What follows belongs to an exercise in optimizing a design on an open flow for small area; a production flow would make more cautious choices. Function was checked by simulation only, so behaviour that the tests miss may differ from the original. No activity file was given, so power comes from the tool's default toggle rates.

File: design/flow/config.mk
export PLATFORM = sky130hd
export DESIGN_NAME = game_top
export DESIGN_NICKNAME = game_top
export VERILOG_FILES = /design/flow/design.v
export SDC_FILE = /design/flow/constraint.sdc
export NUM_CORES = 8
export LEC_CHECK = 0
export ABC_AREA = 1
export CAP_MARGIN = 20
export CORE_MARGIN = 2
export CORE_UTILIZATION = 60
export GPL_ROUTABILITY_DRIVEN = 0
export GPL_TIMING_DRIVEN = 0
export PLACE_DENSITY = 0.66
export SETUP_SLACK_MARGIN = 0.15
export SLEW_MARGIN = 20
File: design/flow/constraint.sdc
create_clock -name core_clock -period 12.0 [get_ports {clk_100M}]
set_input_delay 2.4000 -clock core_clock [delete_from_list [all_inputs] [get_ports {clk_100M}]]
set_output_delay 2.4000 -clock core_clock [all_outputs]
set_load 0.01 [all_outputs]
File: design/flow/design.v
    localparam int BOARD_W = 10;    
    localparam int POS_W   = 4;     
    localparam int STEP_W  = 12;    
    localparam int GROWTH_PERIOD_LOG2 = 4;
    localparam logic [POS_W-1:0] RED_CROWN_H  = 4'd2;
    localparam logic [POS_W-1:0] RED_CROWN_V  = 4'd3;
    localparam logic [POS_W-1:0] BLUE_CROWN_H = 4'd8;
    localparam logic [POS_W-1:0] BLUE_CROWN_V = 4'd7;
    localparam logic [1:0] NPC  = 2'd0;
    localparam logic [1:0] RED  = 2'd1;
    localparam logic [1:0] BLUE = 2'd2;
    localparam logic [1:0] TERRITORY = 2'd0;
    localparam logic [1:0] MOUNTAIN  = 2'd1;
    localparam logic [1:0] CROWN     = 2'd2;
    localparam logic [1:0] CITY      = 2'd3;
    localparam logic [2:0] KEY_W     = 3'd0;
    localparam logic [2:0] KEY_A     = 3'd1;
    localparam logic [2:0] KEY_S     = 3'd2;
    localparam logic [2:0] KEY_D     = 3'd3;
    localparam logic [2:0] KEY_SPACE = 3'd4;
    localparam logic [2:0] KEY_Z     = 3'd5;
    localparam logic [2:0] KEY_NONE  = 3'd6;    
    localparam logic [1:0] CHOOSE     = 2'b00;
    localparam logic [1:0] MOVE_TOTAL = 2'b10;
    localparam logic [1:0] MOVE_HALF  = 2'b11;
    localparam logic [2:0] READY        = 3'd0;
    localparam logic [2:0] IN_ROUND     = 3'd1;
    localparam logic [2:0] CHECK_WIN    = 3'd2;
    localparam logic [2:0] ROUND_SWITCH = 3'd3;
    localparam logic [2:0] GAME_OVER    = 3'd4;
    localparam logic [1:0] MOVE_BLOCKED  = 2'd0;
    localparam logic [1:0] MOVE_PEACEFUL = 2'd1;
    localparam logic [1:0] MOVE_ATTACK   = 2'd2;
`timescale 1ns/10ps
module game_top #(
    parameter int TROOP_W = 9
) (
    input  logic               clk_100M,
    input  logic               reset,
    input  logic               key_ready,
    input  logic [2:0]         key_data,
    output logic               key_read_fin,
    input  logic               wb_cyc,
    input  logic               wb_stb,
    input  logic               wb_we,
    input  logic [7:0]         wb_adr,
    input  logic [31:0]        wb_dat_i,
    output logic [31:0]        wb_dat_o,
    output logic               wb_ack
);
    localparam int BOARD_W = 10;    
    localparam int POS_W   = 4;     
    localparam int STEP_W  = 12;    
    localparam int GROWTH_PERIOD_LOG2 = 4;
    localparam logic [POS_W-1:0] RED_CROWN_H  = 4'd2;
    localparam logic [POS_W-1:0] RED_CROWN_V  = 4'd3;
    localparam logic [POS_W-1:0] BLUE_CROWN_H = 4'd8;
    localparam logic [POS_W-1:0] BLUE_CROWN_V = 4'd7;
    localparam logic [1:0] NPC  = 2'd0;
    localparam logic [1:0] RED  = 2'd1;
    localparam logic [1:0] BLUE = 2'd2;
    localparam logic [1:0] TERRITORY = 2'd0;
    localparam logic [1:0] MOUNTAIN  = 2'd1;
    localparam logic [1:0] CROWN     = 2'd2;
    localparam logic [1:0] CITY      = 2'd3;
    localparam logic [2:0] KEY_W     = 3'd0;
    localparam logic [2:0] KEY_A     = 3'd1;
    localparam logic [2:0] KEY_S     = 3'd2;
    localparam logic [2:0] KEY_D     = 3'd3;
    localparam logic [2:0] KEY_SPACE = 3'd4;
    localparam logic [2:0] KEY_Z     = 3'd5;
    localparam logic [2:0] KEY_NONE  = 3'd6;    
    localparam logic [1:0] CHOOSE     = 2'b00;
    localparam logic [1:0] MOVE_TOTAL = 2'b10;
    localparam logic [1:0] MOVE_HALF  = 2'b11;
    localparam logic [2:0] READY        = 3'd0;
    localparam logic [2:0] IN_ROUND     = 3'd1;
    localparam logic [2:0] CHECK_WIN    = 3'd2;
    localparam logic [2:0] ROUND_SWITCH = 3'd3;
    localparam logic [2:0] GAME_OVER    = 3'd4;
    localparam logic [1:0] MOVE_BLOCKED  = 2'd0;
    localparam logic [1:0] MOVE_PEACEFUL = 2'd1;
    localparam logic [1:0] MOVE_ATTACK   = 2'd2;
    function automatic logic [3:0] layout_cell(logic [3:0] h, logic [3:0] v);
        if (h == RED_CROWN_H && v == RED_CROWN_V) begin
            layout_cell = {RED, CROWN};
        end else if (h == BLUE_CROWN_H && v == BLUE_CROWN_V) begin
            layout_cell = {BLUE, CROWN};
        end else if (v == 5) begin
            layout_cell = {NPC, CITY};
        end else if (5'(h) + 5'(v) == 5'd9 && h >= 6) begin
            layout_cell = {NPC, MOUNTAIN};
        end else if (h >= 2 && h <= 5 && v >= 2 && v <= 5) begin
            layout_cell = {RED, CITY};
        end else begin
            layout_cell = {NPC, TERRITORY};
        end
    endfunction
    function automatic logic [TROOP_W-1:0] layout_troop(logic [3:0] c);
        if (c[1:0] == CROWN) begin
            layout_troop = (c[3:2] == RED) ? TROOP_W'(87) : TROOP_W'(89);
        end else if (c[1:0] == CITY && c[3:2] == RED) begin
            layout_troop = TROOP_W'(25);
        end else begin
            layout_troop = '0;
        end
    endfunction
    function automatic logic [1:0] piece_of(logic [3:0] h, logic [3:0] v);
        logic [3:0] c;
        c = layout_cell(h, v);
        piece_of = c[1:0];
    endfunction
    function automatic logic every_round(logic [3:0] h, logic [3:0] v);
        logic [1:0] p;
        p = piece_of(h, v);
        every_round = p == CITY || p == CROWN;
    endfunction
    function automatic logic [255:0] piece_table();
        logic [3:0] c;
        piece_table = '0;
        for (int i = 0; i < BOARD_W * BOARD_W; i++) begin
            c = layout_cell(4'(i / BOARD_W), 4'(i % BOARD_W));
            piece_table[2*i +: 2] = c[1:0];
        end
    endfunction
    function automatic logic [127:0] city_table();
        logic [3:0] c;
        city_table = '0;
        for (int i = 0; i < BOARD_W * BOARD_W; i++) begin
            c = layout_cell(4'(i / BOARD_W), 4'(i % BOARD_W));
            city_table[i] = c[1:0] == CITY || c[1:0] == CROWN;
        end
    endfunction
    localparam logic [255:0] PIECE_TAB = piece_table();
    localparam logic [127:0] CITY_TAB  = city_table();
    logic [2:0]         state;
    logic [1:0]         current_player;    
    logic [1:0]         winner;            
    logic [1:0]         cursor_mode;
    logic [3:0]         cursor_h;
    logic [3:0]         cursor_v;
    logic [2:0]         pending;
    logic [13:0]        step_cnt;      
    logic [TROOP_W-1:0] srcv;          
    logic               pend_wr;       
    logic [TROOP_W-1:0] cell_troop [BOARD_W][BOARD_W];
    logic [1:0]         cell_own   [BOARD_W][BOARD_W];
    logic               start;
    logic               loaded;
    logic               fsm_run;
    logic [TROOP_W-1:0] g_city;
    logic [TROOP_W-1:0] g_terr;
    assign fsm_run = !key_ready;
    assign loaded  = state != READY;
    assign g_city  = step_cnt[9:1];
    assign g_terr  = step_cnt[13:5];
    function automatic logic [8:0] neighbour(logic [3:0] h, logic [3:0] v, logic [2:0] key);
        logic       ok;
        logic [3:0] th;
        logic [3:0] tv;
        ok = 1'b0;
        th = h;
        tv = v;
        case (key)
            KEY_W: begin
                ok = v != '0;
                tv = ok ? v - 1'b1 : v;
            end
            KEY_A: begin
                ok = h != '0;
                th = ok ? h - 1'b1 : h;
            end
            KEY_S: begin
                ok = v != POS_W'(BOARD_W - 1);
                tv = ok ? v + 1'b1 : v;
            end
            KEY_D: begin
                ok = h != POS_W'(BOARD_W - 1);
                th = ok ? h + 1'b1 : h;
            end
            default: ;
        endcase
        neighbour = {ok, th, tv};
    endfunction
    logic       tgt_ok;
    logic [3:0] tgt_h;
    logic [3:0] tgt_v;
    logic       tgt_mtn;       
    logic       tgt_city;      
    logic [6:0] tgt_idx;       
    logic       cell_hit;
    logic [6:0] wb_idx;
    assign cell_hit = wb_adr[7] && wb_adr[6:0] < 7'd100;
    assign wb_idx   = wb_adr[6:0];
    logic               need_port;     
    logic               defer_q;       
    logic [6:0]         hq_idx;        
    logic               undo_hit_q;    
    logic [TROOP_W-1:0] undo_troop_q;  
    logic [1:0]         undo_own_q;
    logic [6:0]         pidx;
    logic [12:0]        phi_sel;       
    logic [7:0]         plo_sel;       
    logic [TROOP_W-1:0] raw_troop;
    logic [1:0]         raw_own;
    logic [TROOP_W-1:0] port_rel;
    logic [1:0]         port_own;
    logic [TROOP_W-1:0] port_abs;
    assign need_port = fsm_run && state == IN_ROUND && pending != KEY_NONE;
    assign pidx = defer_q ? hq_idx : (need_port ? tgt_idx : wb_idx);
    logic [TROOP_W-1:0] grp_troop [13];
    logic [1:0]         grp_own   [13];
    always_comb begin
        for (int i = 0; i < 13; i++) begin
            phi_sel[i] = pidx[6:3] == 4'(i);
        end
        for (int i = 0; i < 8; i++) begin
            plo_sel[i] = pidx[2:0] == 3'(i);
        end
        raw_troop = '0;
        raw_own   = NPC;
        for (int g = 0; g < 13; g++) begin
            grp_troop[g] = '0;
            grp_own[g]   = NPC;
            for (int l = 0; l < 8; l++) begin
                if (g * 8 + l < BOARD_W * BOARD_W
                    && PIECE_TAB[2*(g*8+l) +: 2] != MOUNTAIN) begin
                    grp_troop[g] = grp_troop[g]
                                 | ({TROOP_W{plo_sel[l]}} & cell_troop[(g*8+l) / BOARD_W][(g*8+l) % BOARD_W]);
                    grp_own[g]   = grp_own[g]
                                 | ({2{plo_sel[l]}} & cell_own[(g*8+l) / BOARD_W][(g*8+l) % BOARD_W]);
                end
            end
            raw_troop = raw_troop | ({TROOP_W{phi_sel[g]}} & grp_troop[g]);
            raw_own   = raw_own   | ({2{phi_sel[g]}} & grp_own[g]);
        end
    end
    assign port_rel = (defer_q && undo_hit_q) ? undo_troop_q : raw_troop;
    assign port_own = (defer_q && undo_hit_q) ? undo_own_q : raw_own;
    logic [TROOP_W:0]   port_sum;
    assign port_sum = {1'b0, port_rel} + {1'b0, CITY_TAB[pidx] ? g_city : g_terr};
    assign port_abs = (port_own == NPC) ? '0 : port_sum[TROOP_W-1:0];
    logic               half;
    logic [TROOP_W-1:0] sent;
    logic [TROOP_W-1:0] src_left;
    logic               own_target;
    logic               capture;
    logic               blocked;
    logic               attack;
    logic               move_req;
    logic [TROOP_W-1:0] dst_new;
    logic [1:0]         dst_own_new;
    logic [TROOP_W-1:0] g_tgt;
    logic [TROOP_W:0]   sent_g;        
    logic [TROOP_W-1:0] sent_2g;       
    logic [TROOP_W-1:0] src_rel;
    logic               tgt_owned;
    logic               carry_g;       
    logic               gt;            
    logic               capture_owned;
    assign half       = cursor_mode == MOVE_HALF;
    assign sent       = half ? srcv >> 1 : srcv - 1'b1;
    assign src_left   = half ? (srcv >> 1) + TROOP_W'(srcv[0]) : TROOP_W'(1);
    assign g_tgt      = tgt_city ? g_city : g_terr;
    assign sent_g     = {1'b0, sent} - {1'b0, g_tgt};
    assign sent_2g    = sent_g[TROOP_W-1:0] - g_tgt;
    assign src_rel    = srcv - g_tgt;
    assign own_target = port_own == current_player;
    assign tgt_owned  = port_own != NPC;
    assign carry_g    = port_sum[TROOP_W];    
    assign gt         = sent_g[TROOP_W-1:0] > port_rel;
    assign capture_owned = gt ? (carry_g || !sent_g[TROOP_W]) : (carry_g && !sent_g[TROOP_W]);
    assign capture    = !own_target && (tgt_owned ? capture_owned : sent != '0);
    assign blocked    = tgt_mtn;
    assign attack     = tgt_owned && !own_target;
    assign move_req   = fsm_run && state == IN_ROUND && cursor_mode != CHOOSE
                        && tgt_ok && !blocked;
    logic [TROOP_W-1:0] r_pm_sent;
    assign r_pm_sent  = port_rel + (own_target ? sent : ~sent) + TROOP_W'(!own_target);
    assign dst_new    = !capture   ? r_pm_sent
                      : tgt_owned  ? sent_2g - port_rel
                      :              sent_g[TROOP_W-1:0];
    assign dst_own_new = capture ? current_player : port_own;
    logic               load;
    logic               wr_en;
    logic [3:0]         wr_h;
    logic [3:0]         wr_v;
    logic [1:0]         wr_own;
    logic [TROOP_W-1:0] wr_troop;
    logic [BOARD_W-1:0] wr_hsel;
    logic [BOARD_W-1:0] wr_vsel;
    assign load     = fsm_run && state == READY && start;
    assign wr_en    = move_req || pend_wr;
    assign wr_h     = tgt_h;    
    assign wr_v     = tgt_v;
    assign wr_own   = move_req ? dst_own_new : current_player;
    assign wr_troop = move_req ? dst_new : src_rel;
    logic [TROOP_W-1:0] wr_troop_hi;
    logic [TROOP_W-1:0] wr_troop_lo;
    logic               wr_blue_hi;
    logic               wr_blue_lo;
    assign wr_troop_hi = wr_troop | {TROOP_W{load}};
    assign wr_troop_lo = wr_troop & ~{TROOP_W{load}};
    assign wr_blue_hi  = wr_own == BLUE || load;
    assign wr_blue_lo  = wr_own == BLUE && !load;
    always_comb begin
        for (int i = 0; i < BOARD_W; i++) begin
            wr_hsel[i] = load || (wr_en && wr_h == 4'(i));
            wr_vsel[i] = load || wr_v == 4'(i);
        end
    end
    for (genvar gh = 0; gh < BOARD_W; gh++) begin : g_col
        for (genvar gv = 0; gv < BOARD_W; gv++) begin : g_cell
            localparam logic [3:0] LAYOUT_C = layout_cell(4'(gh), 4'(gv));
            logic en;
            assign en = wr_hsel[gh] && wr_vsel[gv];
            if (LAYOUT_C[1:0] == MOUNTAIN) begin : g_mtn
                assign cell_troop[gh][gv] = '0;
                assign cell_own[gh][gv]   = NPC;
            end else if (LAYOUT_C[3:2] == NPC) begin : g_npc
                always_ff @(posedge clk_100M) begin
                    if (en) begin
                        cell_troop[gh][gv] <= wr_troop;
                        cell_own[gh][gv]   <= wr_own;
                    end
                end
            end else begin : g_player
                localparam logic [TROOP_W-1:0] LT = layout_troop(LAYOUT_C);
                logic blue;    
                always_ff @(posedge clk_100M) begin
                    if (en) begin
                        for (int b = 0; b < TROOP_W; b++) begin
                            cell_troop[gh][gv][b] <= LT[b] ? wr_troop_hi[b] : wr_troop_lo[b];
                        end
                        blue <= (LAYOUT_C[3:2] == BLUE) ? wr_blue_hi : wr_blue_lo;
                    end
                end
                assign cell_own[gh][gv] = blue ? BLUE : RED;
            end
        end
    end
    logic [1:0]  next_player;
    logic [2:0]  state_n;
    logic [1:0]  mode_n;
    logic [3:0]  cursor_h_n;
    logic [3:0]  cursor_v_n;
    logic [2:0]  pending_n;
    logic [13:0] step_n;
    logic [8:0]  tgt_n;
    assign current_player = (state == READY) ? NPC : (step_cnt[0] ? BLUE : RED);
    assign winner      = (state != GAME_OVER) ? NPC
                       : (cell_own[RED_CROWN_H][RED_CROWN_V] != RED) ? BLUE : RED;
    assign next_player = (current_player == RED) ? BLUE : RED;
    always_comb begin
        state_n    = state;
        mode_n     = cursor_mode;
        cursor_h_n = cursor_h;
        cursor_v_n = cursor_v;
        pending_n  = pending;
        step_n     = step_cnt;
        if (key_ready) begin
            if (key_data <= 3'd5) pending_n = key_data;    
        end else begin
            case (state)
                READY: if (start) begin
                    state_n    = IN_ROUND;
                    pending_n  = KEY_NONE;
                    mode_n     = CHOOSE;
                    cursor_h_n = RED_CROWN_H;
                    cursor_v_n = RED_CROWN_V;
                end
                IN_ROUND: if (pending != KEY_NONE) begin
                    pending_n = KEY_NONE;
                    if (cursor_mode == CHOOSE) begin
                        if (tgt_ok) begin
                            cursor_h_n = tgt_h;
                            cursor_v_n = tgt_v;
                        end else if (pending == KEY_SPACE && port_own == current_player
                                     && port_abs >= 2) begin
                            mode_n = MOVE_TOTAL;
                        end
                    end else if (pending == KEY_Z) begin
                        mode_n = (cursor_mode == MOVE_TOTAL) ? MOVE_HALF : MOVE_TOTAL;
                    end else if (pending == KEY_SPACE) begin
                        mode_n = CHOOSE;
                    end else if (move_req) begin
                        state_n = attack ? CHECK_WIN : ROUND_SWITCH;
                    end
                end
                CHECK_WIN: begin
                    if (cell_own[RED_CROWN_H][RED_CROWN_V] != RED) begin
                        state_n  = GAME_OVER;
                    end else if (cell_own[BLUE_CROWN_H][BLUE_CROWN_V] != BLUE) begin
                        state_n  = GAME_OVER;
                    end else begin
                        state_n = ROUND_SWITCH;
                    end
                end
                ROUND_SWITCH: begin
                    mode_n     = CHOOSE;
                    cursor_h_n = (next_player == RED) ? RED_CROWN_H : BLUE_CROWN_H;
                    cursor_v_n = (next_player == RED) ? RED_CROWN_V : BLUE_CROWN_V;
                    step_n     = step_cnt + 1'b1;    
                    state_n    = IN_ROUND;
                end
                GAME_OVER: pending_n = KEY_NONE;   
                default: state_n = READY;
            endcase
        end
    end
    assign tgt_n = neighbour(cursor_h_n, cursor_v_n, pending_n);
    always_ff @(posedge clk_100M or posedge reset) begin
        if (reset) begin
            key_read_fin   <= 1'b0;
            state          <= READY;
            cursor_mode    <= CHOOSE;
            cursor_h       <= '0;
            cursor_v       <= '0;
            step_cnt       <= '0;
        end else begin
            key_read_fin   <= key_ready;
            state          <= state_n;
            cursor_mode    <= mode_n;
            cursor_h       <= cursor_h_n;
            cursor_v       <= cursor_v_n;
            step_cnt       <= step_n;
        end
    end
    always_ff @(posedge clk_100M) begin
        pending  <= pending_n;
        tgt_ok   <= tgt_n[8];
        tgt_h    <= tgt_n[7:4];
        tgt_v    <= tgt_n[3:0];
        tgt_mtn  <= piece_of(tgt_n[7:4], tgt_n[3:0]) == MOUNTAIN;
        tgt_city <= every_round(tgt_n[7:4], tgt_n[3:0]);
        tgt_idx  <= 7'(tgt_n[7:4]) * 7'd10 + 7'(tgt_n[3:0]);
        if (need_port && cursor_mode == CHOOSE) begin
            srcv <= port_abs;
        end else if (move_req) begin
            srcv <= src_left;
        end
        pend_wr <= move_req;
    end
    logic               req;
    logic [31:0]        rd_data;
    logic [31:0]        dat_q;
    logic [TROOP_W-1:0] host_troop;
    assign req = wb_cyc && wb_stb && !wb_ack;
    assign host_troop = (pend_wr && wb_idx == tgt_idx) ? srcv : port_abs;    
    always_comb begin
        rd_data = '0;
        if (wb_adr == 8'd1) begin
            rd_data[2:0]   = state;
            rd_data[5:4]   = current_player;
            rd_data[7:6]   = winner;
            rd_data[9:8]   = cursor_mode;
            rd_data[19:16] = cursor_h;
            rd_data[23:20] = cursor_v;
        end else if (cell_hit) begin
            rd_data[TROOP_W-1:0] = host_troop;
            rd_data[17:16]       = loaded ? PIECE_TAB[2*wb_idx +: 2] : TERRITORY;
            rd_data[25:24]       = loaded ? port_own : NPC;
        end
    end
    always_ff @(posedge clk_100M or posedge reset) begin
        if (reset) begin
            wb_ack <= 1'b0;
            start  <= 1'b0;
        end else begin
            wb_ack <= req;
            start  <= req && wb_we && wb_adr == 8'd0 && wb_dat_i[0];
        end
    end
    always_ff @(posedge clk_100M) begin
        dat_q        <= rd_data;
        defer_q      <= req && need_port && cell_hit;
        hq_idx       <= wb_idx;
        undo_hit_q   <= wb_idx == tgt_idx;
        undo_troop_q <= raw_troop;
        undo_own_q   <= raw_own;
    end
    always_comb begin
        wb_dat_o = dat_q;
        if (defer_q) begin
            wb_dat_o[TROOP_W-1:0] = port_abs;
            wb_dat_o[25:24]       = port_own;
        end
    end
endmodule
File: design/flow/flow/run.sh
#!/bin/bash
# Own layout flow: the standard flow (standard.sh) with two changes:
#  - synthesis: Yosys's abc pass maps the logic with flow/abc_map.script, an
#    area-oriented mapping, instead of ORFS's abc script (registers untouched);
#  - clock tree: clkbuf_4 buffers, larger sink clusters, no dummy loads;
#  - port buffers: buf_1 cells (every port still gets its buffer).
# Each tool's output is in orfs/logs (ORFS) and flow_make.log here.
set -euo pipefail
W=$(pwd)
cat > "$W/own_synth.tcl" <<EOS
# The standard synthesis (synth_recipe.tcl), with abc's script replaced
proc abc {args} {
  set i [lsearch -exact \$args -script]
  if {\$i >= 0} { lset args [expr {\$i + 1}] {$W/flow/abc_map.script} }
  puts "abc with script $W/flow/abc_map.script"
  yosys abc {*}\$args
}
source {$W/synth_recipe.tcl}
EOS
# the platform's don't-use cells, and the largest plain buffers
DONT_USE="sky130_fd_sc_hd__probe_p_8 sky130_fd_sc_hd__probec_p_8 sky130_fd_sc_hd__lpflow_bleeder_1 sky130_fd_sc_hd__lpflow_clkbufkapwr_1 sky130_fd_sc_hd__lpflow_clkbufkapwr_16 sky130_fd_sc_hd__lpflow_clkbufkapwr_2 sky130_fd_sc_hd__lpflow_clkbufkapwr_4 sky130_fd_sc_hd__lpflow_clkbufkapwr_8 sky130_fd_sc_hd__lpflow_clkinvkapwr_1 sky130_fd_sc_hd__lpflow_clkinvkapwr_16 sky130_fd_sc_hd__lpflow_clkinvkapwr_2 sky130_fd_sc_hd__lpflow_clkinvkapwr_4 sky130_fd_sc_hd__lpflow_clkinvkapwr_8 sky130_fd_sc_hd__lpflow_decapkapwr_12 sky130_fd_sc_hd__lpflow_decapkapwr_3 sky130_fd_sc_hd__lpflow_decapkapwr_4 sky130_fd_sc_hd__lpflow_decapkapwr_6 sky130_fd_sc_hd__lpflow_decapkapwr_8 sky130_fd_sc_hd__lpflow_inputiso0n_1 sky130_fd_sc_hd__lpflow_inputiso0p_1 sky130_fd_sc_hd__lpflow_inputiso1n_1 sky130_fd_sc_hd__lpflow_inputiso1p_1 sky130_fd_sc_hd__lpflow_inputisolatch_1 sky130_fd_sc_hd__lpflow_isobufsrc_1 sky130_fd_sc_hd__lpflow_isobufsrc_16 sky130_fd_sc_hd__lpflow_isobufsrc_2 sky130_fd_sc_hd__lpflow_isobufsrc_4 sky130_fd_sc_hd__lpflow_isobufsrc_8 sky130_fd_sc_hd__lpflow_isobufsrckapwr_16 sky130_fd_sc_hd__lpflow_lsbuf_lh_hl_isowell_tap_1 sky130_fd_sc_hd__lpflow_lsbuf_lh_hl_isowell_tap_2 sky130_fd_sc_hd__lpflow_lsbuf_lh_hl_isowell_tap_4 sky130_fd_sc_hd__lpflow_lsbuf_lh_isowell_4 sky130_fd_sc_hd__lpflow_lsbuf_lh_isowell_tap_1 sky130_fd_sc_hd__lpflow_lsbuf_lh_isowell_tap_2 sky130_fd_sc_hd__lpflow_lsbuf_lh_isowell_tap_4 sky130_fd_sc_hd__buf_12 sky130_fd_sc_hd__buf_16"
CTS="-sink_clustering_enable -repair_clock_nets -dont_use_dummy_load"
CTS="$CTS -buf_list sky130_fd_sc_hd__clkbuf_4 -sink_clustering_size 10 -sink_clustering_max_diameter 35"
bash "$W/standard.sh" "SYNTH_SCRIPT=$W/own_synth.tcl" "CTS_ARGS=$CTS" \
  "BUFFER_PORTS_ARGS=-buffer_cell sky130_fd_sc_hd__buf_1" "DONT_USE_CELLS=$DONT_USE" finish > "$W/flow_make.log" 2>&1
File: design/flow/flow/abc_map.script
strash
&get -n
&st
&dc2
&dch
&nf -R 1000
&put
File: design/flow/standard.sh
#!/bin/bash
# synth_recipe.tcl (not shown) runs the flow's synth.tcl, then flattens the netlist and writes it again
# the make line also repeats each setting of config.mk as NAME=value (left out here)
make -C /OpenROAD-flow-scripts/flow DESIGN_CONFIG=/design/flow/config.mk WORK_HOME=/design/flow/orfs CLKGATE_MAP_FILE= SYNTH_SCRIPT=/design/flow/synth_recipe.tcl "${@:-finish}"
==> results of run 1 <==
logic make-up after synthesis:
kind of cell	Yosys count	synth area share
xor+xnor	72	0.0140
compound gates	873	0.140
simple gates	560	0.0566
other cells	1	0.0000830
fa+ha+maj	92	0.0278
mux	34	0.00812
flops	1143	0.743
buf+inv	105	0.0105
per-stage QoR:
stage / TNS (ps) / cell area, µm²
6_report: 0 / 49900
5_1_grt: 0 / 49900
4_1_cts: 0 / 49700
3_5_place_dp: -788080 / 48500
3_3_place_gp: -6829230 / 46700
2_1_floorplan: 0 / 45300
worst max-delay path: cells and delay by family:
kind	cells	cell delay, ps
AO/OA/AOI/OAI	5	1360
buffers and inverters	2	370
multiplexers	1	670
AND/OR/NAND/NOR	9	4290
cell usage in the layout, fill, tap and decap left out, types with 41 or more instances in the layout:
cell / Yosys / final
clkbuf_4: 0 / 158
a221oi_1: 44 / 41
nor2_1: 208 / 114
a31oi_1: 96 / 91
a21oi_1: 151 / 130
a22oi_1: 199 / 199
ha_1: 77 / 76
dfxtp_1: 61 / 60
nand3_1: 60 / 57
nand2_1: 137 / 133
a222oi_1: 156 / 156
xnor2_1: 49 / 49
edfxtp_1: 1052 / 1052
nor2_2: 0 / 88
clkinv_1: 84 / 75
o21ai_0: 83 / 78
buf_8: 0 / 75
final cells by class:
| type | count | area (µm²) | share of cell area |
|---|---|---|---|
| flip-flops and latches | 1143 | 33600 | 0.673 |
| multi-input cells | 1644 | 11900 | 0.239 |
| repair buffers | 138 | 1510 | 0.0303 |
| well taps | 969 | 1210 | 0.0243 |
| clock buffers | 158 | 1190 | 0.0238 |
| inverters | 84 | 333 | 0.00667 |
| plain buffers | 21 | 158 | 0.00316 |
| diodes | 2 | 5.00 | 0.000100 |
final timing paths:
path                         startpoint                 to  slack (ps)
min in group asynchronous         reset        cursor_v[0]        1380
hold / removal             step_cnt[13]       step_cnt[13]         490
max in group asynchronous         reset       step_cnt[13]       10230
hold reg to reg            step_cnt[13]       step_cnt[13]         490
setup / recovery              key_ready        wb_dat_o[5]         480
setup reg to reg               state[2]  cell_troop[42][8]        1010
sequential cells by signal, summed over array words and instances (netlist names), 7 cells and up:
signal                              count
g_col.g_cell.genblk1.g_player.blue     13
tgt_idx                                 7
cell_troop                            864
cell_own                              166
step_cnt                               14
undo_troop_q                            9
dat_q                                  11
srcv                                    9
wb_dat_o                                9
hq_idx                                  7
report_power, final:
part	total (mW)	switching (mW)	leakage (nW)	internal, mW
Sequential	5.09	0.0992	10.4	4.99
Clock	1.79	1.19	0.727	0.604
Combinational	4.43	3.02	4.71	1.41
Total	11.3	4.31	15.8	7.01
what timing repair did:
item,CTS,global route
buffers inserted,2,2
gates cloned,1,0
gates resized for setup,19,24
setup endpoints to repair,348,120
pin swaps,2,3
metal layers:
metal,track usage,wire length (µm),vias to the layer above,share of wire
li1,-,-,12500,-
met1,0.460,48600,14500,0.37
met2,0.530,60600,1966,0.46
met3,0.0855,15600,342,0.12
met4,0.158,6110,4,0.047
met5,0,31,-,0.00024
==> metrics list, run 1 <==
* Max Root-Sink Buffers: 3
- Instance count of the mapped netlist: 2880
* Post-detailed-route DRC marker count: 0
- Layout overhead on the synthesized area: 10.5%
- Most frequent cells after synthesis: edfxtp_1 (1052), nor2_1 (208), a22oi_1 (199)
* Number of cells in the finished layout apart from fillers: 4159
- The critical path goes through buf_2, nor3_1, and3_1, nor2_1, o31ai_4, nor2_1, nand2_2, a41oi_1, or4_1, nor3_1, nand3_1, mux2_1, nor2_2, a21oi_1, o21ai_0, a21oi_1, buf_1.
- Num rows: 100
- In this run the remaining antenna-violating nets after routing total 0.
- Clk slew on worst S/H paths: 50 ps
* Rel. slew slack: 0.178
* Minimum period implied by the final worst setup slack: 11520 ps
* H-tree depth: 4
- For this configuration, the core starts out at a cell density of 0.607.
- TritonCTS built the clock tree.
- Across all hold checks on the routed design, the worst slack comes to 491 ps.
* Count of input and output buffers: 39
- Primary FF master, synth: edfxtp_1
- The flow ran to the end and the layout has no timing, DRC or antenna violations.
- In the routed layout, each cell is associated on average with a via count of a little over 7.
* Area leader, netlist: edfxtp_1
* Dominant cells by area after synthesis: edfxtp_1 (70%), a222oi_1 (3.5%), a22oi_1 (3.3%)
- Share of synthesized area occupied by flip-flops and latches: 0.743
- Hold-fix buffer count after cts: 0
* Detailed-router iteration count before antenna repair: 10
- In this run the count of I/O pins placed on the die edge is 83.
- CP Capture Type: output pin
* Number of cells on the worst reg-to-reg path: 38
- Initial antenna violation count: 7
- Counting distinct cell types in the post-synthesis netlist gives 59.
- Static power due to leakage: 15.8 nW
- Number of maximum-capacitance constraint violations: 0
- Flop and latch count out of synthesis: 1143
- Post-Route Utilization: 0.670
* Most numerous cell in the Yosys netlist: edfxtp_1
- The count of endpoints failing hold in the final timing report is 0.
- Number of max-slew violations in the final report: 0
- STA puts the critical path data required time at 9600 ps.
- Data on the critical path arrives at its endpoint at 9120 ps.
- Unrepaired setup endpoints after global routing: false
- The share of synthesized area in the top cell type comes to 0.699.
* # fillers: 5146
- The slowest stage of the critical path belongs to the cell nor2_2.
* FFs w/ async S/R, synth: 0.0262
- Final wirelength: 131 mm
* Maximum VDD drop: 0.228 mV
- The first routing iteration left between 4000 and 5000 violations.
- Once placement completed, the tool counted placed cells totaling 3992.
* First-pass GRT wire length: around 190 mm
- Total Power: 11.3 mW
- Derived from the worst setup path, the maximum achievable clock frequency is roughly 87 MHz.
- For this block, the via count after detailed routing is 29300.
* Avg Cell Area, Syn: 15.7 µm²
- Syn. warnings: 26
* Layout Skew: 173 ps
- Of the cells placed in the final design, the portion with a size suffix greater than 1 is 0.139.
* Number of flops mapped to enable cells by yosys: between 1000 and 1500
- Source-to-sink clock delay at the later pin of the worst-skew pair: 1100 ps
- Final setup viols: 0
- In the final design database the tool counted about 3300 nets.
- Maximum number of pins on one net before global-route repair: 84
- In this run the worst hold path is classified as register to register.
- The cell sitting at the root of the clock tree is a clkbuf_4.
* CTS sink cnt: 1143
* Post-synthesis instance area: 45200 µm²
- Setup slack closes at around 480 ps.
- The floorplan step set the die height to 278 µm.
- Die width: approximately 280 µm
- Global route total overflow: 0
* Total half-perimeter wirelength after legalization and detailed placement: 86.1 mm
- The die covers 77500 µm².
* Least-Margin Pin Slew: ~1200 ps
- Power spread over the standard cell area amounts to 227 nW/µm².
- Of the available clock period, the critical path in the final layout requires 0.960.
- Area of the placeable core: 74400 µm²
* Worst setup path category: input port to output pin
* Final routed wire length divided by cell count: 31.5 µm
* Via count of the first global-routing pass: approximately 29000
- The number of clock buffers added by TritonCTS is around 160.
- For this run, the slowest stage of the critical path takes 800 ps.
- CP Launch Type: input port
- Across every metal layer, demand over resource in global routing totals 0.342.
* Critical-path maximum fanout: 21
- Placement Setup Slack: -1600 ps
* Worst hold stages: 1
==> run 2: changes to the inputs <==
--- a/design/flow/config.mk
+++ b/design/flow/config.mk
@@ -12,5 +12,5 @@
 export GPL_ROUTABILITY_DRIVEN = 0
 export GPL_TIMING_DRIVEN = 0
-export PLACE_DENSITY = 0.66
+export PLACE_DENSITY = 0.72
 export SETUP_SLACK_MARGIN = 0.15
 export SLEW_MARGIN = 20
==> metrics list, run 2 <==
- Outcome: complete, no violations
- Crit path DAT: 12200 ps (+3080 ps)
- The total standard cell area after synthesis came to 45200 µm² (unchanged).
- The number of sinks driven by the clock tree came to 1143 (unchanged).
* Max Root-Sink Buffers: 3 (unchanged)
- Global route total overflow: 0 (unchanged)
- The global-route wire length before repair was 187 mm (-2.0%).
* # fillers: 5028 (-2.3%)
* Fraction of layout cells with a size suffix above 1: 0.141 (+0.00179)
- The number of pins with negative max-slew slack in the final report is 0 (unchanged).
- The critical path is of the input port to register type.
* Portion of the clock cycle consumed by the worst path in the final layout: 0.967 (+0.00646)
- Register bank with the most flops: cell_troop
- Total half-perimeter wirelength after legalization and detailed placement: 83.9 mm (-2.5%)
* Die width: 278 µm (unchanged)
- Number of clock buffers inserted by TritonCTS: 158 (unchanged)
- Maximum number of pins on one net before global-route repair: 84 (unchanged)
* Initial antenna violation count: 3 (-4)
* Most numerous cell in the Yosys netlist: edfxtp_1
* Number of cells in the finished layout apart from fillers: 4153 (-0.14%)
- Via total after detailed routing: 29800 (+1.4%)
- Num rows: 100 (unchanged)
- Layout overhead on the synthesized area: 10.4%
- The clock latency on the worst-skew pair is 1050 ps (-50 ps).
* Clock tree root driver cell: clkbuf_4
- The final worst setup slack was 401 ps (-77.5 ps).
- The count of placed standard cells including taps was 3983 (-0.23%).
* Total die area: 77500 µm² (unchanged)
- Leaving out fill and tap cells, the most frequent cells in the layout are edfxtp_1 (1052), a22oi_1 (199), clkbuf_4 (159).
- The met1 demand-to-capacity share in global routing came to 0.447 (-0.0132).
- Syn. warnings: 26 (unchanged)
* H-tree depth: 4 (unchanged)
- STA classifies the critical path startpoint as an input port.
* Final setup viols: 0 (unchanged)
- The maximum resistive drop on vdd is 0.210 mV (-7.6%).
- Synth Area in XOR/XNOR: 0.0140 (unchanged)
- The post-detailed-route count of antenna-violating nets is 0 (unchanged).
* Layer with the highest usage: met2
- TritonCTS built the clock tree.
- The via count of the first global-routing pass came to 28600 (-0.29%).
* Adder-cell share of the synthesized area: 0.0278 (unchanged)
- Share of synthesized area occupied by flip-flops and latches: 0.743 (unchanged)
- Primary FF master, synth: edfxtp_1
* Post-Route Utilization: 0.670 (-0.000706)
- The number of detailed-routing iterations run before antenna repair came to 9 (-1).
- The number of max-cap violations came to 0 (unchanged).
* Net count, final: 3325 (-0.15%)
* Met3 capacity usage during global routing: 0.0804 (-0.00504)
- Power density relative to cell area: 227 nW/µm² (about the same)
- The number of design-rule violations left by the first detailed-router iteration came to 5157 (+20%).
- The met2 track demand over resource in global routing was 0.516 (-0.0138).
- The placement-stage worst setup slack is -1840 ps (-233 ps).
* Clk slew on worst S/H paths: 90 ps (+40 ps)
- The count of endpoints failing hold in the final timing report was 0 (unchanged).
* Master of the slowest instance on the critical path: and2_1
- Complex-gate fraction of the synthesized area: 0.140 (unchanged)
* Peak Freq: 86.2 MHz (-0.67%)
* Avg Cell Area, Syn: 15.7 µm² (unchanged)
- The required time reported for the critical path endpoint was 12600 ps (+3000 ps).
- By area, the combinational part of the netlist is dominated by compound AO/OA/AOI/OAI gates.
* Total I/O pin count: 83 (unchanged)
- Leading cell type in the layout, fill and taps excluded: edfxtp_1
* Number of flip-flops under the largest register name: 864 (unchanged)
* Via density: 7.17 (+1.6%)
- The largest total area in the synthesized netlist belongs to edfxtp_1.
- Setup repair after global routing left no endpoint under its margin.
* Hold/Removal Path Class: register to register
- The number of port buffers came to 39 (unchanged).
* Critical-path maximum fanout: 28 (+33%)
- Dominant cells by area after synthesis: edfxtp_1 (70%), a222oi_1 (3.5%), a22oi_1 (3.3%)
- Number of flops mapped to enable cells by yosys: 1052 (unchanged)
* Worst hold-check slack: 432 ps (-59.5 ps)
* Flop and latch count out of synthesis: 1143 (unchanged)
- The accumulated negative setup slack came to 0 ps (unchanged).
* Largest registers: cell_troop: 864 flops, cell_own: 166 flops, step_cnt: 14 flops
- The worst stage delay on the critical path is 970 ps (+170 ps).
- The number of hold buffers added after CTS came to 0 (unchanged).
- In the synthesized netlist, the cells that appear most often are edfxtp_1 (1052), nor2_1 (208), a22oi_1 (199).
- Yosys top cell area share: 0.699 (unchanged)
* Post-detailed-route DRC marker count: 0 (unchanged)
- Distinct cell type count after synthesis: 59 (unchanged)
* Final routed wire length divided by cell count: 31.1 µm (-1.3%)
* Most Frequent Cell on Critical Path: buf_8
* Die height: 278 µm (unchanged)
* FFs w/ async S/R, synth: 0.0262 (unchanged)
* Layout Skew: 113 ps (-60.5 ps)
- Instance count of the mapped netlist: 2880 (unchanged)
* Static power due to leakage: 15.8 nW (-0.25%)
- Rel. slew slack: 0.181 (+0.00296)
* Synthesized-area fraction occupied by and/or/nand/nor cells: 0.0566 (unchanged)
* Area of the placeable core: 74400 µm² (unchanged)
* Least-Margin Pin Slew: 1220 ps (-4.42 ps)
* Initial cell density of the core: 0.607 (unchanged)
* CP Capture Type: register
* Final wirelength: 129 mm (-1.4%)
- The fraction of synthesized area in multiplexers was 0.00812 (unchanged).
- The combined global-route utilization of all metal layers is 0.333 (-0.00901).
* Minimum period implied by the final worst setup slack: 11600 ps (+77.5 ps)
run 2: logic make-up after synthesis:
family | after synthesis
buffers and inverters | 105
DFF | 1143
other | 1
and+or+nand+nor | 560
muxes | 34
xor gates and xnor gates | 72
adders and majority gates | 92
AOI/OAI and AO/OA | 873
run 2: worst max-delay path, delay by kind of cell:
kind / cells / cell delay (ps)
simple gates: 11 / 3910
buf+inv: 8 / 1830
fa+ha+maj: 2 / 570
compound gates: 14 / 3060
mux: 1 / 340
run 2: stage by stage:
stage                     cell area [µm²]  total power [mW]
after global placement              46700              9.05
after CTS                           49600              11.1
final                               49900              11.3
after global routing                49900              11.8
after floorplan                     45300              7.71
after detailed placement            48300              9.38
run 2: final cells by class:
class                   count  area, µm²  share of cell area
plain buffers              21        158             0.00316
inverters                  84        333             0.00668
multi-input cells        1644      12000               0.240
clock buffers             158       1190              0.0238
diodes                      1       2.50           0.0000502
repair buffers            133       1420              0.0285
flip-flops and latches   1143      33600               0.673
well taps                 969       1210              0.0243
run 2: what timing repair did:
action,CTS,global route
endpoints found under the setup margin,232,186
gates cloned,0,1
pin swaps,0,6
resized for setup,23,33
setup buffers,3,5
run 2: worst paths after layout:
| kind | end | cells after the start | slack, ps | startpoint |
|---|---|---|---|---|
| max | cell_troop[22][7] | 36 | 400 | key_ready |
| min in group asynchronous | step_cnt[13] | 2 | 1300 | reset |
| max reg2reg | cell_troop[22][7] | 36 | 800 | state[2] |
| min | wb_dat_o[19] | 1 | 430 | cursor_h[3] |
| min reg2reg | wb_dat_o[19] | 1 | 430 | cursor_h[3] |
| max in group asynchronous | cursor_v[3] | 3 | 10140 | reset |
run 2: power breakdown:
group | switching (mW) | total, mW | internal [mW]
Combinational | 3.03 | 4.43 | 1.40
Sequential | 0.0997 | 5.09 | 4.99
Clock | 1.18 | 1.78 | 0.604
Total | 4.31 | 11.3 | 6.99
run 2: metal layers:
layer  routed length [µm]  share of wire  vias up
met3                16700           0.13      387
met1                46200           0.36    14600
met4                 6360          0.049        0
met2                60000           0.46     2245
li1                     -              -    12500
met5                    0              0        -
==> run 3: changes to the inputs <==
--- a/design/flow/design.v
+++ b/design/flow/design.v
@@ -197,6 +197,4 @@
     logic [6:0]         hq_idx;        
     logic               undo_hit_q;    
-    logic [TROOP_W-1:0] undo_troop_q;  
-    logic [1:0]         undo_own_q;
     logic [6:0]         pidx;
     logic [12:0]        phi_sel;       
@@ -236,6 +234,6 @@
         end
     end
-    assign port_rel = (defer_q && undo_hit_q) ? undo_troop_q : raw_troop;
-    assign port_own = (defer_q && undo_hit_q) ? undo_own_q : raw_own;
+    assign port_rel = raw_troop;
+    assign port_own = raw_own;
     logic [TROOP_W:0]   port_sum;
     assign port_sum = {1'b0, port_rel} + {1'b0, CITY_TAB[pidx] ? g_city : g_terr};
@@ -477,10 +475,8 @@
         hq_idx       <= wb_idx;
         undo_hit_q   <= wb_idx == tgt_idx;
-        undo_troop_q <= raw_troop;
-        undo_own_q   <= raw_own;
     end
     always_comb begin
         wb_dat_o = dat_q;
-        if (defer_q) begin
+        if (defer_q && !undo_hit_q) begin
             wb_dat_o[TROOP_W-1:0] = port_abs;
             wb_dat_o[25:24]       = port_own;
--- a/design/flow/config.mk
+++ b/design/flow/config.mk
@@ -9,8 +9,8 @@
 export CAP_MARGIN = 20
 export CORE_MARGIN = 2
-export CORE_UTILIZATION = 60
+export CORE_UTILIZATION = 65
 export GPL_ROUTABILITY_DRIVEN = 0
 export GPL_TIMING_DRIVEN = 0
-export PLACE_DENSITY = 0.72
+export PLACE_DENSITY = 0.75
 export SETUP_SLACK_MARGIN = 0.15
 export SLEW_MARGIN = 20
==> metrics list, run 3 <==
* Outcome: complete, no violations
- Final wirelength: 126 mm (-2.8%)
- CP Capture Type: output pin
- The clock slew at the register clock pins of the worst setup and hold paths is 100 ps (about the same).
- Die width: 267 µm (-4.1%)
* Number of max-slew violations in the final report: 0 (unchanged)
- The min-delay analysis places its worst path in the category register to register.
- Distinct cell type count after synthesis: 57 (-3.4%)
- The accumulated negative setup slack was 0 ps (unchanged).
- The met1 demand-to-capacity share in global routing came to 0.486 (+0.0393).
* Net count, final: 3325 (unchanged)
* Worst reg-to-reg setup slack: 1510 ps (+710 ps)
- Antenna-violating nets left: 0 (unchanged)
- The worst setup path is launched from an input port.
* Detailed-router iteration count before antenna repair: 7 (-2)
* Number of violations reported at the end of detailed-routing iteration 0: 5356 (+3.9%)
* Maximum VDD drop: 0.190 mV (-9.9%)
* Dominant cells by area after synthesis: edfxtp_1 (70%), a222oi_1 (3.7%), a22oi_1 (3.1%)
- Count of input and output buffers: 39 (unchanged)
* Number of flops mapped to enable cells by yosys: 1052 (unchanged)
- The synthesized area per cell was 15.6 µm² (-0.55%).
- The power per cell area was 226 nW/µm² (-0.11%).
- The register bit count reported by yosys came to 1132 (-0.96%).
- Final count of hold timing violations: 0 (unchanged)
- The share of post-route cells with drive strength above 1 came to 0.132 (-0.00844).
* Syn. warnings: 26 (unchanged)
- Area of the placeable core: 68600 µm² (-7.9%)
- CTS sink cnt: 1132 (-0.96%)
- Primary FF master, synth: edfxtp_1
- First element of the critical path: key_ready
- Least-Margin Pin Slew: 1340 ps (+118 ps)
* Most frequent cells after synthesis: edfxtp_1 (1052), nand2_1 (196), nor2_1 (194)
* FFs w/ async S/R, synth: 0.0265 (+0.000255)
* Most numerous cell in the Yosys netlist: edfxtp_1
- The area share of the largest cell type after synthesis came to 0.703 (+0.00337).
- The final cell utilization of the core is 0.720 (+0.0502).
- Endpoint of the worst-slack reg-to-reg timing path: g_col[3].g_cell[3].genblk1.g_player.blue
* Total I/O pin count: 83 (unchanged)
- The required time reported for the critical path endpoint was 9600 ps (-3000 ps).
* Number of clock buffers inserted by TritonCTS: 158 (unchanged)
- The number of remaining DRC errors was 0 (unchanged).
- Number of cells on the worst reg-to-reg path: 35 (-2.8%)
* Max Root-Sink Buffers: 3 (unchanged)
- Instance count of the mapped netlist: 2882 (+0.069%)
* Register bank with the most flops: cell_troop
- The HPWL reported at the end of detailed placement is 81.7 mm (-2.6%).
* Peak Freq: 86.4 MHz (+0.25%)
* Rel. slew slack: 0.106 (-0.0758)
* Largest registers: cell_troop: 864 flops, cell_own: 166 flops, step_cnt: 14 flops
- Unrepaired setup endpoints after global routing: false
- The fraction of the yosys area taken by sequential cells was 0.742 (-0.00132).
* Met3 capacity usage during global routing: 0.103 (+0.0227)
- Timing endpoint of the critical path: wb_dat_o[8]
* Post-synthesis instance area: 45000 µm² (-0.48%)
* Total die area: 71300 µm² (-8.0%)
- Num rows: 96 (-4.0%)
- Minimum period implied by the final worst setup slack: 11570 ps (-28.5 ps)
* Layout overhead on the synthesized area: 9.81%
* Aggregate global-route resource usage: 0.358 (+0.0251)
- The initial antenna violation count came to 6 (+3).
- TritonCTS built the clock tree.
- The layer flagged by global routing as most heavily used is met2.
* Source-to-sink clock delay at the later pin of the worst-skew pair: 1050 ps (about the same)
- The worst path arrival time came to 9170 ps (-3030 ps).
- The leakage power is 15.7 nW (-0.28%).
- Maximum number of pins on one net before global-route repair: 62 (-26%)
- Met2 Use GR: 0.538 (+0.0214)
* Via count of the first global-routing pass: 28600 (-0.025%)
* Worst setup path category: input port to output pin
- The library cells used most frequently in the layout, excluding fill and tap cells, are edfxtp_1 (1052), nand2_1 (194), a22oi_1 (182).
- The worst hold slack after final layout came to 502 ps (+70.6 ps).
* First-pass GRT wire length: 184 mm (-1.9%)
- The number of setup violations in the final report is 0 (unchanged).
* Global route total overflow: 0 (unchanged)
- The root buffer cell chosen for the clock tree is clkbuf_4.
- The worst register-to-register path begins at state[2].
* H-tree depth: 4 (unchanged)
- The post-detailed-route wirelength per cell is 30.5 µm (-1.9%).
* Via total after detailed routing: 29500 (-0.79%)
* Via density: 7.17 (about the same)
- The flip-flop count of the largest register, all copies and words added was 864 (unchanged).
- The post-route clock skew is 144 ps (+31.2 ps).
- The final critical-path share of the clock period came to 0.964 (-0.00237).
- Area leader, netlist: edfxtp_1
- The number of max-cap violations came to 0 (unchanged).
- The vertical extent of the die was 267 µm (-4.1%).
- Leaving out fill and tap cells, the most frequent cell in the layout is edfxtp_1.
- The largest fanout on the critical path was 23 (-18%).
- Initial cell density of the core: 0.655 (+0.0487)
- In this run the most critical hold path is launched from cursor_v[3].
[run 3: cell types whose count changed after synthesis, moves of 11 or more]
| cell | delta |
|---|---|
| nand2_1 | +59 |
| clkinv_1 | -11 |
| nand3_1 | +71 |
| nand4_1 | +15 |
| nor4_1 | -18 |
| a22o_1 | +39 |
| a31oi_1 | -68 |
| o22ai_1 | -26 |
| a22oi_1 | -15 |
| nor2_1 | -14 |
| a21oi_1 | -32 |
| dfxtp_1 | -11 |
[run 3: critical path, cell delays in order]
cell	delay (ps)
buf_2	200
nor3_2	300
and3_4	340
o21ai_0	150
mux2i_4	320
or2_1	340
nor2_4	210
buf_8	230
buf_8	190
a22o_1	240
a221oi_1	220
nand3_1	220
a22oi_1	430
nand4_1	320
nor2_4	270
clkinv_1	220
ha_1	270
fa_1	460
a21o_1	170
a21oi_1	210
o21bai_1	100
a21oi_1	240
o21bai_1	90
a21oi_1	180
xnor2_1	190
nand2_1	190
o21ai_0	240
buf_1	170
[run 3: cells by family after synthesis]
logic type | share of synthesized area
buf+inv | 0.00960
mux | 0.00546
flops | 0.742
simple gates | 0.0672
fa+ha+maj | 0.0279
other cells | 0.0000834
xor+xnor | 0.0140
compound gates | 0.134
[run 3: layout make-up]
class	instances	area (µm²)
clock buffers	158	1190
multi-input cells	1667	11800
flip-flops and latches	1132	33300
well taps	931	1160
inverters	73	287
diodes	4	10.0
fillers	4286	19200
repair buffers	131	1390
plain buffers	21	158
[run 3: through the flow]
stage / cell area [µm²] / power, mW / std cells / setup WS (ps)
floorplan: 45100 / 7.63 / 2893 / 287
global placement: 46400 / 8.98 / 3863 / -7360
detailed placement: 48000 / 9.31 / 3949 / -1370
CTS: 49200 / 11.0 / 4107 / 183
global route: 49400 / 11.6 / 4115 / 144
finish: 49400 / 11.2 / 4117 / 430
[run 3: what timing repair did]
| action | CTS | global route |
|---|---|---|
| cloned | 0 | 0 |
| pin swaps | 0 | 2 |
| gates resized for setup | 10 | 12 |
| buffers inserted | 0 | 4 |
| hold buffers | 0 | 0 |
| setup endpoints to repair | 48 | 34 |
[run 3: worst min path at each step]
stage                     cells past startpoint           end  slack [ps]
after floorplan                               1  wb_dat_o[19]         450
after global placement                        1  wb_dat_o[22]         460
after detailed placement                      1  wb_dat_o[23]         470
after CTS                                     1  wb_dat_o[23]         510
after global routing                          1  wb_dat_o[23]         520
final                                         1  wb_dat_o[23]         500
[run 3: routing by layer]
metal | vias to the layer above | share of wire
met1 | 14400 | 0.35
li1 | 12400 | -
met5 | - | 0.000080
met3 | 376 | 0.14
met2 | 2312 | 0.46
met4 | 2 | 0.050
[run 3: power by group]
part           internal (mW)  switching [mW]
Sequential              4.95          0.0973
Combinational           1.36            3.02
Clock                  0.604            1.15
Total                   6.91            4.27
==> run 4: changes to the inputs <==
--- a/design/flow/config.mk
+++ b/design/flow/config.mk
@@ -9,8 +9,8 @@
 export CAP_MARGIN = 20
 export CORE_MARGIN = 2
-export CORE_UTILIZATION = 65
+export CORE_UTILIZATION = 60
 export GPL_ROUTABILITY_DRIVEN = 0
 export GPL_TIMING_DRIVEN = 0
-export PLACE_DENSITY = 0.75
+export PLACE_DENSITY = 0.72
 export SETUP_SLACK_MARGIN = 0.15
 export SLEW_MARGIN = 20
==> metrics list, run 4 <==
- Post-Route Utilization: 0.663 (-0.0564)
- The worst hold path belongs to the class register to register.
- Worst path setup slack after routing: 433 ps (+2.85 ps)
- The maximum resistive drop on vdd came to 0.181 mV (-4.4%).
* Worst hold-check slack: 482 ps (-20.9 ps)
- Most frequent cells after synthesis: edfxtp_1 (1052), nand2_1 (196), nor2_1 (194)
- Fraction of layout cells with a size suffix above 1: 0.126 (-0.00589)
* H-tree depth: 4 (unchanged)
- Net count, final: 3315 (-0.30%)
* Most frequent cells in the layout: edfxtp_1 (1052), nand2_1 (195), a22oi_1 (182)
- Global route total overflow: 0 (unchanged)
- TritonCTS clock tree: yes
* Number of clock buffers inserted by TritonCTS: 150 (-5.1%)
- The final critical-path share of the clock period was 0.964 (about the same).
- The total standard cell area after synthesis came to 45000 µm² (unchanged).
- Post-place instance area: 48000 µm² (about the same)
- The largest individual stage delay along the critical path comes from the cell fa_1.
- The HPWL reported at the end of detailed placement is 81.8 mm (+0.10%).
* Avg Cell Area, Syn: 15.6 µm² (unchanged)
- The number of sinks driven by the clock tree is 1132 (unchanged).
* Final instance area: 49300 µm² (-0.12%)
* Least-Margin Pin Slew: 1230 ps (-115 ps)
- The number of vias per cell was 7.09 (-1.1%).
- The register bit count reported by yosys was 1132 (unchanged).
- Power density relative to cell area: 225 nW/µm² (-0.59%)
* Share of synthesized area occupied by flip-flops and latches: 0.742 (unchanged)
- The number of port buffers is 39 (unchanged).
- Dominant cells by area after synthesis: edfxtp_1 (70%), a222oi_1 (3.7%), a22oi_1 (3.1%)
* DRT met1 WL: 44.9 mm (+2.6%)
- Number of maximum-capacitance constraint violations: 0 (unchanged)
- Most Frequent Cell on Critical Path: buf_8
* Number of flip-flops under the largest register name: 864 (unchanged)
- The relative slew slack is 0.180 (+0.0743).
- edfxtp_1 takes more of the synthesized area than any other cell.
* Number of cells in the finished layout apart from fillers: 4143 (+0.63%)
- The warning count from the yosys run is 26 (unchanged).
- The number of flops mapped to enable cells by yosys is 1052 (unchanged).
- The placement-stage worst setup slack came to -1360 ps (+8.21 ps).
* Static power due to leakage: 15.7 nW (-0.32%)
- The area of all sequential standard cells came to 33300 µm² (unchanged).
* Total Power: 11.1 mW (-0.71%)
* Die width: 278 µm (+4.0%)
- The largest fanout on the critical path is 24 (+4.3%).
- Via count of the first global-routing pass: 28100 (-1.6%)
* Length of routed met2 wiring: 57.9 mm (+0.56%)
- Ranked by flip-flop count, first place goes to cell_troop.
- Critical path required time: 9600 ps (about the same)
- Number of max-slew violations in the final report: 0 (unchanged)
- Primary FF master, synth: edfxtp_1
* Layout overhead on the synthesized area: 9.67%
* Distinct cell type count after synthesis: 57 (unchanged)
- STA classifies the critical path endpoint as an output pin.
* Leading cell type in the layout, fill and taps excluded: edfxtp_1
* CP Launch Type: input port
- The highest achievable clock rate was 86.4 MHz (about the same).
- Unrepaired setup endpoints after global routing: false
* Source-to-sink clock delay at the later pin of the worst-skew pair: 1060 ps (about the same)
- The post-route clock skew was 148 ps (+4.34 ps).
- The count of endpoints failing hold in the final timing report was 0 (unchanged).
- The post-detailed-route wirelength per cell is 30.3 µm (-0.50%).
* Final wirelength: 126 mm (+0.13%)
- The critical path is of the input port to output pin type.
- Area of the placeable core: 74300 µm² (+8.4%)
* Routed met3 length: 16.6 mm (-6.8%)
- Via total after detailed routing: 29400 (-0.47%)
- The number of standard-cell rows in the floorplan is 100 (+4.2%).
- Delay of the slowest critical-path stage: 460 ps (about the same)
- The number of buffers and inverters on the critical path was 7 (+2).
* Instance count of the mapped netlist: 2882 (unchanged)
- The number of fill cells is 5126 (+20%).
- The post-detailed-route count of antenna-violating nets is 0 (unchanged).
* Count of placed standard cells including taps: 3984 (+0.89%)
- Uppermost routed layer: met4
* Final setup viols: 0 (unchanged)
- Largest registers: cell_troop: 864 flops, cell_own: 166 flops, step_cnt: 14 flops
- The total I/O pin count is 83 (unchanged).
- Aggregate global-route resource usage: 0.327 (-0.0311)
* Outcome: complete, no violations
* Yosys top cell area share: 0.703 (unchanged)
- FFs w/ async S/R, synth: 0.0265 (unchanged)
- The initial antenna violation count is 2 (-4).
- The maximum number of pins on one net before global-route repair came to 62 (unchanged).
- The vertical extent of the die was 278 µm (+4.0%).
- The shortest period the worst path allows was 11570 ps (-2.85 ps).
* Post-detailed-route DRC marker count: 0 (unchanged)
* Crit path DAT: 9170 ps (about the same)
* Clock tree root driver cell: clkbuf_4
* Most numerous cell in the Yosys netlist: edfxtp_1
- The global-route wire length before repair came to 184 mm (+0.14%).
- The maximum buffer depth of the clock tree is 3 (unchanged).
* Clk slew on worst S/H paths: 100 ps (about the same)
- The multi-input combinational cell area came to 11800 µm² (unchanged).
- The number of design-rule violations left by the first detailed-router iteration came to 4835 (-9.7%).
- Initial cell density of the core: 0.605 (-0.0506)
* Total die area: 77100 µm² (+8.2%)
- The number of detailed-routing iterations run before antenna repair was 9 (+2).
- The accumulated negative setup slack is 0 ps (unchanged).
- Cell class contributing the biggest share of worst-path delay: compound AO/OA/AOI/OAI gates
-- run 4: changes by cell type in the layout (fill, tap and decap cells not counted), moves of 2 or more --
cell / previous run / this run
a21oi_4: 7 / 10
diode_2: 4 / 2
nor2_2: 91 / 83
a21oi_2: 12 / 9
buf_4: 24 / 28
buf_8: 66 / 61
nor2_1: 95 / 103
clkbuf_4: 159 / 151
buf_2: 5 / 3
-- run 4: worst paths after layout --
kind / from / to / slack (ps) / cells after the start
setup / recovery: key_ready / wb_dat_o[8] / 430 / 29
hold / removal: cursor_v[2] / wb_dat_o[22] / 480 / 1
setup reg to reg: state[2] / g_col[5].g_cell[3].genblk1.g_player.blue / 1350 / 32
hold reg to reg: cursor_v[2] / wb_dat_o[22] / 480 / 1
max in group asynchronous: reset / state[0] / 10210 / 2
min in group asynchronous: reset / cursor_h[3] / 1380 / 2
-- run 4: worst register-to-register path: cells and delay by family (launching register included) --
family / cells / cell delay, ps
and+or+nand+nor: 12 / 4710
buffers and inverters: 3 / 670
AOI/OAI and AO/OA: 16 / 3920
DFF: 1 / 550
adders and majority gates: 1 / 430
-- run 4: final cells by class --
class                           count  share of cell area
Antenna cell                        2            0.000102
Buffer                             21             0.00320
Clock buffer                      150              0.0228
Inverter                           73             0.00581
Multi-Input combinational cell   1667               0.240
Sequential cell                  1132               0.676
Tap cell                          969              0.0246
Timing Repair Buffer              129              0.0273
-- run 4: where the power goes --
group / total (mW) / switching, mW / leakage, nW / internal, mW
Sequential: 5.05 / 0.100 / 10.3 / 4.95
Clock: 1.71 / 1.14 / 0.690 / 0.575
Combinational: 4.34 / 2.99 / 4.70 / 1.35
Total: 11.1 / 4.23 / 15.7 / 6.87
-- run 4: routing by layer --
| metal | global-route usage | vias to the layer above |
|---|---|---|
| li1 | - | 12400 |
| met1 | 0.446 | 14500 |
| met2 | 0.497 | 2165 |
| met3 | 0.0819 | 328 |
| met4 | 0.158 | 0 |
| met5 | 0 | - |
-- run 4: cell families (layout without fill, tap and decap cells) --
logic type,count (synthesis),after routing,synth area share
and+or+nand+nor,668,668,0.0672
DFF,1132,1132,0.742
xor gates and xnor gates,72,72,0.0140
buffers and inverters,94,373,0.00960
muxes,23,23,0.00546
adders and majority gates,92,92,0.0279
other,1,14,0.0000834
AOI/OAI and AO/OA,800,800,0.134
-- run 4: repair_timing --
item	CTS	global route
hold buffers	0	0
pin swaps	0	4
setup endpoints to repair	73	17
gates resized for setup	10	9
setup buffers	0	2
endpoints found under the hold margin	0	0
==> run 5: changes to the inputs <==
--- a/design/flow/config.mk
+++ b/design/flow/config.mk
@@ -13,4 +13,4 @@
 export GPL_TIMING_DRIVEN = 0
 export PLACE_DENSITY = 0.72
-export SETUP_SLACK_MARGIN = 0.15
+export SETUP_SLACK_MARGIN = 0.05
 export SLEW_MARGIN = 20
==> metrics list, run 5 <==
* H-tree depth: 4 (unchanged)
- Source-to-sink clock delay at the later pin of the worst-skew pair: 1040 ps (-20 ps)
- Avg Cell Area, Syn: 15.6 µm² (unchanged)
* Final routed wire length divided by cell count: 30.5 µm (+0.55%)
- Total I/O pin count: 83 (unchanged)
- The global-route wire length before repair came to 185 mm (+0.73%).
* CP Launch Type: input port
- Critical path required time: 9600 ps (about the same)
- The HPWL reported at the end of detailed placement came to 83.1 mm (+1.5%).
- Final count of hold timing violations: 0 (unchanged)
- The post-route clock skew was 94.4 ps (-54.0 ps).
- The net count reported at finish came to 3325 (+0.30%).
- The highest achievable clock rate was 85.3 MHz (-1.3%).
- Die height: 278 µm (unchanged)
- Number of flops mapped to enable cells by yosys: 1052 (unchanged)
- Num rows: 100 (unchanged)
- The largest fanout on the critical path was 24 (unchanged).
- Initial cell density of the core: 0.605 (unchanged)
- The final critical-path share of the clock period was 0.977 (+0.0131).
- Master of the slowest instance on the critical path: fa_1
- CP Capture Type: output pin
- The number of design-rule violations left by the first detailed-router iteration was 5001 (+3.4%).
* Worst setup path category: input port to output pin
* Least-Margin Pin Slew: 1270 ps (+39.5 ps)
- Syn. warnings: 26 (unchanged)
* Area of the placeable core: 74300 µm² (unchanged)
- By area the synthesized netlist is led by edfxtp_1 (70%), a222oi_1 (3.7%), a22oi_1 (3.1%).
- Compared with the post-synthesis result, the final layout area differs by 9.98%.
* Die width: 278 µm (unchanged)
* Via density: 7.09 (about the same)
* Minimum period implied by the final worst setup slack: 11720 ps (+157 ps)
- The largest registers in the layout are cell_troop: 864 flops, cell_own: 166 flops, step_cnt: 14 flops.
- The number of pins with negative max-slew slack in the final report was 0 (unchanged).
- The relative slew slack came to 0.153 (-0.0264).
- The share of flip-flops with an asynchronous set or reset after synthesis came to 0.0265 (unchanged).
- The maximum buffer depth of the clock tree is 3 (unchanged).
- Delay of the slowest critical-path stage: 470 ps (about the same)
- The worst path arrival time is 9320 ps (+150 ps).
- Post-detailed-route DRC marker count: 0 (unchanged)
* Instance count of the mapped netlist: 2882 (unchanged)
* Number of maximum-capacitance constraint violations: 0 (unchanged)
* Unrepaired setup endpoints after global routing: false
* Static power due to leakage: 15.7 nW (+0.40%)
- TritonCTS clock tree: yes
* Share of synthesized area occupied by flip-flops and latches: 0.742 (unchanged)
- The total standard cell area after synthesis came to 45000 µm² (unchanged).
* Most numerous cell in the Yosys netlist: edfxtp_1
* Detailed-router iteration count before antenna repair: 12 (+3)
- Of all cell types, the one taking the most synthesized area is edfxtp_1.
- The total via count in the routed design is 29500 (+0.28%).
- By count the netlist is led by edfxtp_1 (1052), nand2_1 (196), nor2_1 (194).
* Total Power: 11.2 mW (+0.52%)
- The number of sinks driven by the clock tree was 1132 (unchanged).
- The number of port buffers came to 39 (unchanged).
- The die footprint came to 77100 µm² (unchanged).
- The wire length reported by the detailed router was 127 mm (+0.79%).
* Clock tree root driver cell: clkbuf_4
* Leading cell type in the layout, fill and taps excluded: edfxtp_1
* Maximum VDD drop: 0.146 mV (-19%)
* Global route total overflow: 0 (unchanged)
- Fraction of layout cells with a size suffix above 1: 0.131 (+0.00495)
- The post-detailed-route count of antenna-violating nets was 0 (unchanged).
* Maximum number of pins on one net before global-route repair: 62 (unchanged)
- Number of flip-flops under the largest register name: 864 (unchanged)
- The via count of the first global-routing pass is 28500 (+1.3%).
- Worst hold-check slack: 493 ps (+12.0 ps)
- Initial antenna violation count: 4 (+2)
- In the layout the commonest cells are edfxtp_1 (1052), nand2_1 (194), a22oi_1 (183).
- The area share of the largest cell type after synthesis is 0.703 (unchanged).
- The register bit count reported by yosys was 1132 (unchanged).
- The combined global-route utilization of all metal layers is 0.329 (+0.00236).
- The min-delay analysis places its worst path in the category register to register.
* Power density relative to cell area: 226 nW/µm² (+0.25%)
- Outcome: complete, no violations
- Clk slew on worst S/H paths: 80 ps (-20 ps)
- Among all flip-flop cells after synthesis, the most frequent one is edfxtp_1.
- Final setup viols: 0 (unchanged)
- Number of clock buffers inserted by TritonCTS: 152 (+1.3%)
- Register bank with the most flops: cell_troop
- The number of distinct standard cells referenced by the synthesized netlist came to 57 (unchanged).
==> run 5: cell count changes in the layout (fill, tap and decap cells not counted), sizes merged <==
| cell | previous run | this run |
|---|---|---|
| buf | 149 | 156 |
| clkbuf | 151 | 154 |
==> run 5: critical path: cells and delay by family <==
family / cells / cell delay (ps)
AO/OA/AOI/OAI: 10 / 2180
AND/OR/NAND/NOR: 8 / 2080
buffers and inverters: 7 / 1380
adder cells (fa/ha/maj): 2 / 750
multiplexers: 1 / 310
XOR/XNOR: 1 / 160
==> run 5: area by class of cell <==
cell class,instances,area (µm²)
timing repair buffer,137,1470
clock buffer,152,1140
antenna,2,5.00
sequential,1132,33300
buffer,21,158
inverter,73,285
multi-input combinational,1667,11800
tap,969,1210
fill,5039,24900
==> run 5: worst paths after layout <==
kind                        startpoint  slack (ps)  cells past startpoint                end
max                          key_ready         280                     29        wb_dat_o[8]
min                        cursor_h[2]         490                      1       wb_dat_o[18]
max reg2reg                   state[2]        1640                     40  cell_troop[24][8]
min reg2reg                cursor_h[2]         490                      1       wb_dat_o[18]
max in group asynchronous        reset       10200                      2       step_cnt[13]
min in group asynchronous        reset        1390                      2        cursor_v[3]
==> run 5: power breakdown <==
| part | total, mW | internal [mW] | switching (mW) |
|---|---|---|---|
| clock | 1.74 | 0.582 | 1.16 |
| sequential | 5.04 | 4.95 | 0.0981 |
| combinational | 4.37 | 1.38 | 3.00 |
| total | 11.2 | 6.90 | 4.25 |
==> run 5: timing repair <==
action	in CTS	in global routing
hold buffers	0	0
endpoints found under the setup margin	85	3
setup buffers	0	5
pin swaps	0	3
resized for setup	11	8
==> run 5: through the flow <==
stage,instances,area (µm²),worst slack [ps],setup TNS [ps],util
finish,4153,49400,276,0,0.665
global route,4152,49400,70.1,0,0.665
global placement,3901,46400,-7810,-6863540,0.625
floorplan,2893,45100,-52.6,-683,-
detailed placement,3992,48100,-1360,-610500,0.648
CTS,4144,49300,118,0,0.664
==> run 5: cells by family after synthesis <==
logic type,synth area share
muxes,0.00546
adders and majority gates,0.0279
DFF,0.742
buffers and inverters,0.00960
and+or+nand+nor,0.0672
other,0.0000834
AOI/OAI and AO/OA,0.134
xor gates and xnor gates,0.0140
==> run 5: routing by layer <==
metal / global-route usage / routed length [µm] / vias to the layer above
met4: 0.171 / 7210 / 6
met5: 0.00313 / 59 / -
li1: - / - / 12400
met1: 0.441 / 44400 / 14400
met3: 0.0802 / 16700 / 440
met2: 0.505 / 58400 / 2207

-- static timing again, ports no longer ideal --
The results above use ideal ports. As a check the final layouts listed here were re-extracted and re-timed, cells and wires unchanged. Step 1, drivers: a clkbuf_16 drives clk_100M and a buf_2 each remaining input, both assumed. Step 2 adds t to the input delays and takes it off the output delays; t is the mean of the earliest and latest rising clock arrival at the registers after step 1. Input paths then give back, and output paths get back, about the clock's delay inside the block. Slacks: ideal ports / drivers / drivers and shift; pairs: ideal ports / drivers.
run | t, ns | setup slack, ns | worst hold slack (ns) | pins driven straight from the clock port
run 1 | 1.081 | 0.479 / 0.456 / -0.524 | 0.491 / 0.491 / 0.491 | 1
run 2 | 1.056 | 0.401 / 0.395 / -0.614 | 0.432 / 0.432 / 0.432 | 1
run 3 | 1.038 | 0.430 / 0.409 / -0.294 | 0.502 / 0.502 / 0.502 | 1
run 4 | 1.051 | 0.433 / 0.412 / -0.326 | 0.482 / 0.482 / 0.482 | 1
run 5 | 1.054 | 0.276 / 0.246 / -0.237 | 0.493 / 0.493 / 0.493 | 1
Met with ideal ports but missed after step 2: setup timing in every run listed. The setup slack of run 2, which loses most, moves by -0.006 ns with the drivers and by -1.015 ns with both steps.
